This is an optimization exercise on Yosys and OpenROAD, whose aim is a short achievable clock period and few clock cycles, not a production implementation. Function was checked by simulation only, so behaviour that the tests miss may differ from the original. Power and IR drop assume default switching activity.

Setup of job 9366:
// pcpu_top
module pcpu_top (
    input  logic              clock,
    input  logic              reset,
    input  logic              i_enable,
    input  logic              i_start,
    input  logic [pipe_pkg::DATA_W-1:0] i_i_data,
    input  logic [pipe_pkg::DATA_W-1:0] i_d_rdata,
    output logic [7:0]        o_i_addr,
    output logic [7:0]        o_d_addr,
    output logic [pipe_pkg::DATA_W-1:0] o_d_wdata,
    output logic              o_d_we,
    output logic              o_running
);
    logic       running;     
    logic       started;     
    logic       halt_seen;   
    logic [7:0] fa;          
    logic [7:1]  e_we;       
    logic        e_wr;       
    logic [2:0]  e_dest;
    logic        e_st;
    logic        e_ld;
    logic        e_setf;
    logic        e_bz, e_bnz, e_bn, e_bnn;   
    logic [15:0] x_a, x_b;
    logic        x_c;
    logic [15:0] l_a, l_b;
    logic        l_x, l_n;
    logic [15:0] sl_a, sr_a;
    logic [3:0]  sl_lo, sl_hi, sr_lo, sr_hi;   
    logic [15:0] sl_m, sr_m;
    logic [7:0]  d_addr;
    logic        e_au;       
    logic [7:0]  c_p, c_q;
    logic        c_cin;
    logic        e_sh;       
    logic [7:0]  t_a, t_b;
    logic [15:0] e_s;        
    logic        zf;
    logic        nf;
    logic [15:0] regs [1:7];
    logic [15:0] sum, r_log;
    logic [15:0] r_sll, r_srl;
    logic [15:0] e_result;
    logic        z_add, z_log, z_sll, z_srl;
    logic        zc, nc;
    logic        e_take;
    logic [7:0]  t_sum;
    logic [15:0] sl_t, sr_t;
    logic [15:0] ks_g [0:4];
    logic [15:0] ks_p [0:4];
    logic [16:0] carry;
    always_comb begin
        ks_g[0] = x_a & x_b;
        ks_p[0] = x_a ^ x_b;
        for (int l = 0; l < 4; l++) begin
            for (int i = 0; i < 16; i++) begin
                if (i >= (1 << l)) begin
                    ks_g[l+1][i] = ks_g[l][i] | (ks_p[l][i] & ks_g[l][i-(1<<l)]);
                    ks_p[l+1][i] = ks_p[l][i] & ks_p[l][i-(1<<l)];
  ...
Settings: LEC_CHECK=0, ABC_CLOCK_PERIOD_IN_PS=1500, CAP_MARGIN=20, CORE_MARGIN=2, CORE_UTILIZATION=40, SETUP_SLACK_MARGIN=2.7, SLEW_MARGIN=20; clock period 4.5 ns.
run.sh (not shown) runs the stock make flow with config.mk's settings and CLKGATE_MAP_FILE= SYNTH_SCRIPT=/design/flow/synth_recipe.tcl, a recipe that flattens the netlist after the stock synthesis.
Job 9366 did not stop at any stage, and its layout met the timing, design-rule and antenna checks.
Testbench counts of job 9366, summed over its fixed seeds: cycles 13,981.
Edits applied to the flow inputs when going from job 9366 to job 7345:
Settings: ABC_CLOCK_PERIOD_IN_PS: 1500 -> unset; CORE_UTILIZATION: 40 -> 30.
--- outcome ---
Clock network latency to the later pin of the worst-skew pair: job 7345 vs job 9366 up 20 ps
Placer's final routability congestion estimate (higher): job 7345
Share of final layout cell area taken by non-clock buffers ended up 1.2 points higher on job 7345 than on job 9366.
The inputs of job 5058 differ from those of job 7345 as listed below.
Settings: CORE_UTILIZATION changed from 30 to 20.
==> run summary <==
Re maximum frequency: job 7345 was higher than job 5058.
Worst setup slack before clock tree synthesis: job 5058 vs job 7345 down 17 ps
Diff job 7345 -> job 5058 | number of global-route vias before repair | down slightly
Job 5058 has combined global-route utilization of all metal layers below what job 7345 had.
The post-layout instance area of job 5058 was inferior to that of job 7345.
Job 5058 against job 7345: critical path depth now smaller; cell area after placement has increased.
Looking at job 7345 and job 5058, the total of endpoints with negative setup slack in the final report is a wash.

---

pcpu_top again, from the RTL that the note above started with.
clock: 4.5 ns
lec_check: 0
cap_margin: 20
core_margin: 2
core_utilization: 30
place_density: 0.45
setup_slack_margin: 2.7
slew_margin: 20
tns_end_percent: 50
The first run produced a clean layout.
Testbench counts at the start, summed over its fixed seeds: cycles 13,981.
Then changed:
Settings changed: TNS_END_PERCENT 50 to unset.
=>
- power rose by 2.4%
- via count rose by 1.3%
- clock skew fell by 0.0056 ns
- worst hold slack got worse by 0.0072 ns
- setup slack improved by 0.11 ns
- core utilization rose by 1.3 points
- non-clock buffer count rose by 7
- final cell count rose by 0.36%
- wire length rose by 3.9%
Then changed:
Settings changed: CORE_UTILIZATION 30 to 25.
Outcome:
- power falls by 2.1%
- worst setup slack degrades by 0.042 ns
- maximum frequency falls by 1.5%
- routed wire length falls by 2.6%
- combinational power hardly moves
- clock-buffer cell count falls by 3
Then changed:
Settings changed: CORE_UTILIZATION 25 to 30, PLACE_DENSITY 0.45 to 0.35.
Result:
- via count rises by 1.0%
- clock-buffer cell count came out lower by 9
- clock skew goes down by 0.011 ns
Then changed:
Settings changed: PLACE_DENSITY 0.35 to 0.45, SETUP_SLACK_MARGIN 2.7 to 1.8.
The new run ran to the end with no violations.
Wire length shrinks by 14%.
Sequential cell count is unchanged.
Combinational power shrinks by 18%.
Cell count came out lower by 3.3%.
Global-route usage shrinks by 4.0 points.
Clock skew went up by 0.0033 ns.
Non-clock buffer count came out lower by 139.
Critical path depth fell by 1.
Hold slack loses 0.0044 ns.
Worst setup slack barely changes.

static timing again, ports no longer ideal:
In the flow no input, the clock included, has a driving cell. The finished layouts below were timed again as built, in two steps.
Step 1 sets driving cells, clkbuf_16 on the clock port and buf_2 on the other inputs (assumed; they add their load-dependent delay and slew).
Step 2 moves the port delays by t, midway between the first and last clock arrival at a register: inputs arrive t later, outputs are due t later. That takes back most of the time a late clock gives input paths.
Slacks: ideal / step 1 / step 2; pairs: ideal / step 1.
| run | t, ns | setup slack, ns | latest minus earliest clock arrival (ns) | worst data-port slew with drivers (ns) |
|---|---|---|---|---|
| job 9366 | 0.708 | 1.409 / 1.409 / 0.881 | 0.031 / 0.031 | 0.11 |
| job 7345 | 0.722 | 1.635 / 1.635 / 0.995 | 0.046 / 0.047 | 0.32 |
| job 5058 | 0.693 | 1.501 / 1.501 / 0.825 | 0.022 / 0.022 | 0.17 |
| the first run of note 2 | 0.697 | 1.565 / 1.565 / 0.873 | 0.033 / 0.033 | 0.20 |
| the second run of note 2 | 0.688 | 1.672 / 1.672 / 0.996 | 0.029 / 0.029 | 0.19 |
| the third run of note 2 | 0.695 | 1.630 / 1.630 / 1.025 | 0.034 / 0.034 | 0.19 |
| the fourth run of note 2 | 0.695 | 1.410 / 1.410 / 0.780 | 0.024 / 0.024 | 0.18 |
| the fifth run of note 2 | 0.685 | 1.409 / 1.441 / 0.755 | 0.026 / 0.027 | 0.07 |
After both steps setup and hold are still met in every run listed. The setup slack of the first run of note 2, which loses most, moves by 0.000 ns with the drivers and by -0.692 ns with both steps.
